This is an optimization exercise on Yosys and OpenROAD, whose aim is small area, a short achievable clock period and few clock cycles per item, not a production implementation.
Where RTL was checked, it was by simulation tests only, not by an equivalence proof against the original.

==> v32 <==
Design series_eval_engine, start of the top module:
module series_eval_engine #(
    parameter int WIDTH = 16,
    parameter int TERMS = 4
) (
    input  logic             clk,
    input  logic             rst,
    input  logic             start,
    input  logic [WIDTH-1:0] x,
    input  logic             coef_wr,
    input  logic [2:0]       coef_addr,
    input  logic [WIDTH-1:0] coef_data,
    output logic             busy,
    output logic             done,
    output logic [WIDTH-1:0] result,
    output logic             ovf
);
clock: 11.0 ns
lec_check: 0
cap_margin: 50
core_margin: 2
core_utilization: 65
slew_margin: 75
synth_hierarchical: 1
standard.sh (not shown) runs the stock make flow with config.mk's settings and CLKGATE_MAP_FILE= SYNTH_SCRIPT=/design/flow/synth_recipe.tcl, a recipe that flattens the netlist after the stock synthesis.
==> flow/flow/run.sh <==
#!/bin/bash
# The standard layout, except that the port buffers are buf_4 cells
# (buffer_ports otherwise picks a slow delay buffer, which then sets the
# period through the output paths).
set -euo pipefail
export BUFFER_PORTS_ARGS="-buffer_cell sky130_fd_sc_hd__buf_4"
bash standard.sh > standard_flow.log 2>&1
==> v19 (differences from v32) <==
==> flow/run.sh (new file) <==
#!/bin/bash
# synth_recipe.tcl (not shown) runs the flow's synth.tcl, then flattens the netlist and writes it again
# the make line also repeats each setting of config.mk as NAME=value (left out here)
make -C /OpenROAD-flow-scripts/flow DESIGN_CONFIG=/design/flow/config.mk WORK_HOME=/design/flow/orfs CLKGATE_MAP_FILE= SYNTH_SCRIPT=/design/flow/synth_recipe.tcl finish
--- a/flow/config.mk
+++ b/flow/config.mk
@@ -7,6 +7,6 @@
 export LEC_CHECK = 0
-export CAP_MARGIN = 50
+export CAP_MARGIN = 20
 export CORE_MARGIN = 2
 export CORE_UTILIZATION = 65
-export SLEW_MARGIN = 75
+export SLEW_MARGIN = 20
 export SYNTH_HIERARCHICAL = 1
removed: flow/flow/run.sh
removed: flow/standard.sh
==> comparison table <==
item                                                                       v32              v19
Final Instance Area                                                0.08097 mm²      0.07906 mm²
Final Routed Wirelength                                              167900 µm        163000 µm
Worst EP arrival                                                       1.36 ns          1.76 ns
M3 GR Usage                                                             3.761%           3.789%
Met2 Track Usage GR                                                     50.72%           49.15%
M1 GR Usage                                                             38.41%           37.32%
Final clock-cell share                                                  4.631%           4.950%
Vias per cell                                                            5.924            5.925
Global router's overall resource usage                                  29.37%           28.42%
Length of routed wiring on met1                                       71460 µm         70980 µm
Outcome                                       no timing/DRC/antenna violations  no timing/DRC/antenna violations
Crit Reg-Reg Startpoint                                       x3_q[15]$_DFF_P_  x7_q[4]$_DFF_P_
Peak Freq                                                            280.6 MHz        252.6 MHz
Clock buffers                                                              141              133
Maximum number of pins on one net before global-route repair                42               71
No functional check of the RTL was part of any run of this note.


==> build 55 <==
Another version of the RTL of series_eval_engine (not shown whole).
==> flow/config.mk <==
export PLATFORM = sky130hd
export DESIGN_NAME = series_eval_engine
export DESIGN_NICKNAME = series_eval_engine
export VERILOG_FILES = /design/flow/design.v
export SDC_FILE = /design/flow/constraint.sdc
export NUM_CORES = 4
export LEC_CHECK = 0
export CAP_MARGIN = 60
export CORE_MARGIN = 2
export CORE_UTILIZATION = 75
export CTS_CLUSTER_DIAMETER = 60
export CTS_CLUSTER_SIZE = 40
export SLEW_MARGIN = 85
export SYNTH_HIERARCHICAL = 1
==> flow/constraint.sdc <==
create_clock -name core_clock -period 11.0 [get_ports {clk}]
set_input_delay 2.2000 -clock core_clock [delete_from_list [all_inputs] [get_ports {clk}]]
set_output_delay 2.2000 -clock core_clock [all_outputs]
set_load 0.01 [all_outputs]
==> flow/flow/run.sh <==
#!/bin/bash
# The standard layout, except that the port buffers are buf_4 cells
# (buffer_ports otherwise picks a slow delay buffer, which then sets the
# period through the output paths).
set -euo pipefail
export BUFFER_PORTS_ARGS="-buffer_cell sky130_fd_sc_hd__buf_4"
bash standard.sh > standard_flow.log 2>&1
==> inputs of build 2, as changes to build 55 <==
--- a/flow/config.mk
+++ b/flow/config.mk
@@ -6,9 +6,9 @@
 export NUM_CORES = 4
 export LEC_CHECK = 0
-export CAP_MARGIN = 60
+export CAP_MARGIN = 50
 export CORE_MARGIN = 2
 export CORE_UTILIZATION = 75
 export CTS_CLUSTER_DIAMETER = 60
-export CTS_CLUSTER_SIZE = 40
-export SLEW_MARGIN = 85
+export CTS_CLUSTER_SIZE = 50
+export SLEW_MARGIN = 75
 export SYNTH_HIERARCHICAL = 1
==> qor summary <==
Run status: build 55 complete, no violations; build 2 complete, no violations
Worst reg-to-reg path cell count: build 55 9; build 2 10
Worst slack at placement: build 55 7.67 ns; build 2 7.70 ns
GR met2 Demand/Resource: build 55 0.612; build 2 0.560
Final wirelength: build 55 179000 um; build 2 152000 um
Final instance area: build 55 80400 um2; build 2 72800 um2
Via Count: build 55 47600; build 2 44100
Violation count after the first detailed-routing iteration: build 55 4733; build 2 3287
Met3 Use GR: build 55 0.0566; build 2 0.0481
Net count reported at finish: build 55 7173; build 2 6867
Via count of the first global-routing pass: build 55 50000; build 2 46800
DP Wirelength: build 55 119000 um; build 2 103000 um
Total met2 wirelength after detailed routing: build 55 90200 um; build 2 75700 um
Testbench counts of build 55, summed over its fixed seeds: cycles 1,752, items 1,536.
Testbench counts of build 2, summed over its fixed seeds: cycles 1,752, items 1,536.


==> run K <==
Starting RTL as in the previous note.
Settings: LEC_CHECK=0, CAP_MARGIN=50, CORE_MARGIN=2, CORE_UTILIZATION=75, CTS_CLUSTER_DIAMETER=60, CTS_CLUSTER_SIZE=40, SLEW_MARGIN=75, SYNTH_HIERARCHICAL=1; clock period 11.0 ns.
==> flow/flow/run.sh <==
#!/bin/bash
set -euo pipefail
export BUFFER_PORTS_ARGS="-buffer_cell sky130_fd_sc_hd__buf_4"
export SETUP_SLACK_MARGIN=7.75
bash standard.sh > standard_flow.log 2>&1
==> run Y (differences from run K) <==
==> flow/flow/run.sh (replaced) <==
#!/bin/bash
# The standard layout, except that the port buffers are buf_4 cells
# (buffer_ports otherwise picks a slow delay buffer, which then sets the
# period through the output paths).
set -euo pipefail
export BUFFER_PORTS_ARGS="-buffer_cell sky130_fd_sc_hd__buf_4"
bash standard.sh > standard_flow.log 2>&1
CTS_CLUSTER_DIAMETER = 100   (was 60)
CTS_CLUSTER_SIZE = 30   (was 40)
==> run P (differences from run K) <==
==> flow/flow/run.sh (replaced) <==
#!/bin/bash
# The standard layout, except that the port buffers are buf_4 cells
# (buffer_ports otherwise picks a slow delay buffer, which then sets the
# period through the output paths).
set -euo pipefail
export BUFFER_PORTS_ARGS="-buffer_cell sky130_fd_sc_hd__buf_4"
bash standard.sh > standard_flow.log 2>&1
CORE_UTILIZATION = 65   (was 75)
CTS_CLUSTER_DIAMETER = unset   (was 60)
CTS_CLUSTER_SIZE = unset   (was 40)
==> notes <==
- Run K passed the timing, design-rule and antenna checks. Run Y completed without violations. Run P ran to the end with no violations.
- Die area: run P is larger than run Y (about 15%).
- Count of clock-buffer cells in the layout, lowest first: run Y, run K, run P.
- The highest wire length belongs to run K, the lowest to run Y.
- Fmax, highest first: run Y, run K, run P.
Testbench counts of run K, summed over its fixed seeds: cycles 1,752, items 1,536.
Testbench counts of run Y, summed over its fixed seeds: cycles 1,752, items 1,536.
Testbench counts of run P, summed over its fixed seeds: cycles 1,752, items 1,536.


==> build 48: inputs <==
Starting RTL as in the previous note.
// series_eval_engine
module series_eval_engine #(
    parameter int WIDTH = 16,
    parameter int TERMS = 4
) (
    input  logic             clk,
    input  logic             rst,
    input  logic             start,
    input  logic [WIDTH-1:0] x,
    input  logic             coef_wr,
    input  logic [2:0]       coef_addr,
    input  logic [WIDTH-1:0] coef_data,
    output logic             busy,
    output logic             done,
    output logic [WIDTH-1:0] result,
    output logic             ovf
);
    localparam int NSQ  = 46;
    localparam int NMUL = 46;
    localparam int NADD = 48;
    localparam int NSUB = 48;
    logic        rdy_q;
    logic        v0_q, v1a_q, v1_q, v2a_q, v2_q, v3a_q, v3_q, v4a_q, v4_q, v5a_q, done_q;
    logic [23:0] c0_q, c1_q, c2_q, c3_q;     
    logic        w1v_q, w2v_q, w3v_q, w4v_q, w5v_q, w6v_q, w7v_q, w8v_q;
    logic [1:0]  w1a_q, w2a_q, w3a_q, w4a_q, w5a_q, w6a_q;
    logic [15:0] w1d_q, w2d_q, w3d_q, w4d_q, w5d_q, w6d_q, w7d_q, w8d_q;
    logic [15:0]     x0_q;
    logic [NSQ-1:0]  sqcs_q;   logic sqci_q;
    logic [15:0]     x1a_q;
    logic [23:0]     x2e1_q;
    logic [15:0]     x1_q;
    logic [NMUL-1:0] t0cs_q;   logic t0ci_q;
    logic [NMUL-1:0] p3cs_q;   logic p3ci_q;
    logic [23:0]     x2e2a_q;
    logic [15:0]     x3_q, acc2_q;
    logic [23:0]     x2e2_q;
    logic [NMUL-1:0] p5cs_q;   logic p5ci_q;
    logic [NSUB-1:0] t1cs_q;   logic t1ci_q, t1sp_q;
    logic [23:0]     x2e3a_q;
    logic [15:0]     x5_q, acc3_q;
    logic [23:0]     x2e3_q;
    logic            ovf3_q;
    logic [NMUL-1:0] p7cs_q;   logic p7ci_q;
    logic [NADD-1:0] t2cs_q;   logic t2ci_q, t2sp_q;
    logic            ovf4a_q;
  ...
clock: 11.0 ns
lec_check: 0
cap_margin: 50
core_margin: 2
core_utilization: 82
cts_cluster_diameter: 60
cts_cluster_size: 40
slew_margin: 75
synth_hierarchical: 1
==> flow/flow/run.sh <==
#!/bin/bash
# The standard layout, except that the port buffers are buf_4 cells
# (buffer_ports otherwise picks a slow delay buffer, which then sets the
# period through the output paths).
set -euo pipefail
export BUFFER_PORTS_ARGS="-buffer_cell sky130_fd_sc_hd__buf_4"
bash standard.sh > standard_flow.log 2>&1
==> build 38 (differences from build 48) <==
- CAP_MARGIN: 50 -> 40
- CORE_UTILIZATION: 82 -> 75
- SLEW_MARGIN: 75 -> 60
==> trial 68 (differences from build 48) <==
- CORE_UTILIZATION: 82 -> 75
==> run summary <==
Between trial 68 and build 38, the lower sequential share of layout area is in build 38 (gap 0.11 points).
Flip-flop and latch count is the same in trial 68 and build 38.
The highest non-clock buffer count belongs to trial 68, the lowest to build 38.
Final cell count, highest first: trial 68, build 38, build 48.
Maximum frequency: build 48 < build 38 < trial 68.
Testbench counts of build 48, summed over its fixed seeds: cycles 1,752, items 1,536.
Testbench counts of build 38, summed over its fixed seeds: cycles 1,752, items 1,536.
Testbench counts of trial 68, summed over its fixed seeds: cycles 1,752, items 1,536.

## what the ideal ports hide
Ports are ideal in the flow. The routed layouts listed here were re-timed in OpenROAD.
Step 1 assumes that a clkbuf_16 drives the clock port and a buf_2 every other input.
Step 2, shift: input delay + t, output delay - t, t = (earliest + latest rising clock arrival at the registers) / 2. This alone moves slack from input paths to output paths.
a / b / c = ideal / step 1 / step 2; a / b = the first two.
run	shift t [ns]	setup slack, ns	hold slack, ns	worst slew at a driven data input, ns	cell pins on the clock port's net
v32	0.771	7.436 / 7.359 / 7.577	0.304 / 0.304 / 0.304	0.08	1
v19	0.774	7.041 / 6.964 / 7.034	0.311 / 0.311 / 0.311	0.07	1
build 55	0.756	7.551 / 7.477 / 7.600	0.287 / 0.287 / 0.287	0.06	1
build 2	0.747	7.575 / 7.502 / 7.703	0.289 / 0.289 / 0.289	0.05	1
run K	0.742	7.561 / 7.492 / 7.800	0.309 / 0.309 / 0.309	0.04	1
run Y	0.706	7.605 / 7.533 / 7.672	0.323 / 0.323 / 0.323	0.04	1
run P	0.765	7.559 / 7.483 / 7.702	0.319 / 0.319 / 0.319	0.04	1
build 48	0.746	7.429 / 7.429 / 7.429	0.318 / 0.318 / 0.318	0.05	1
build 38	0.724	7.525 / 7.513 / 7.525	0.318 / 0.318 / 0.318	0.04	1
trial 68	0.747	7.575 / 7.502 / 7.703	0.289 / 0.289 / 0.289	0.05	1
After both steps setup and hold are still met in every run listed. The setup slack of v19, which loses most, moves by -0.077 ns with the drivers and by -0.007 ns with both steps. Setup slack includes reset recovery checks.
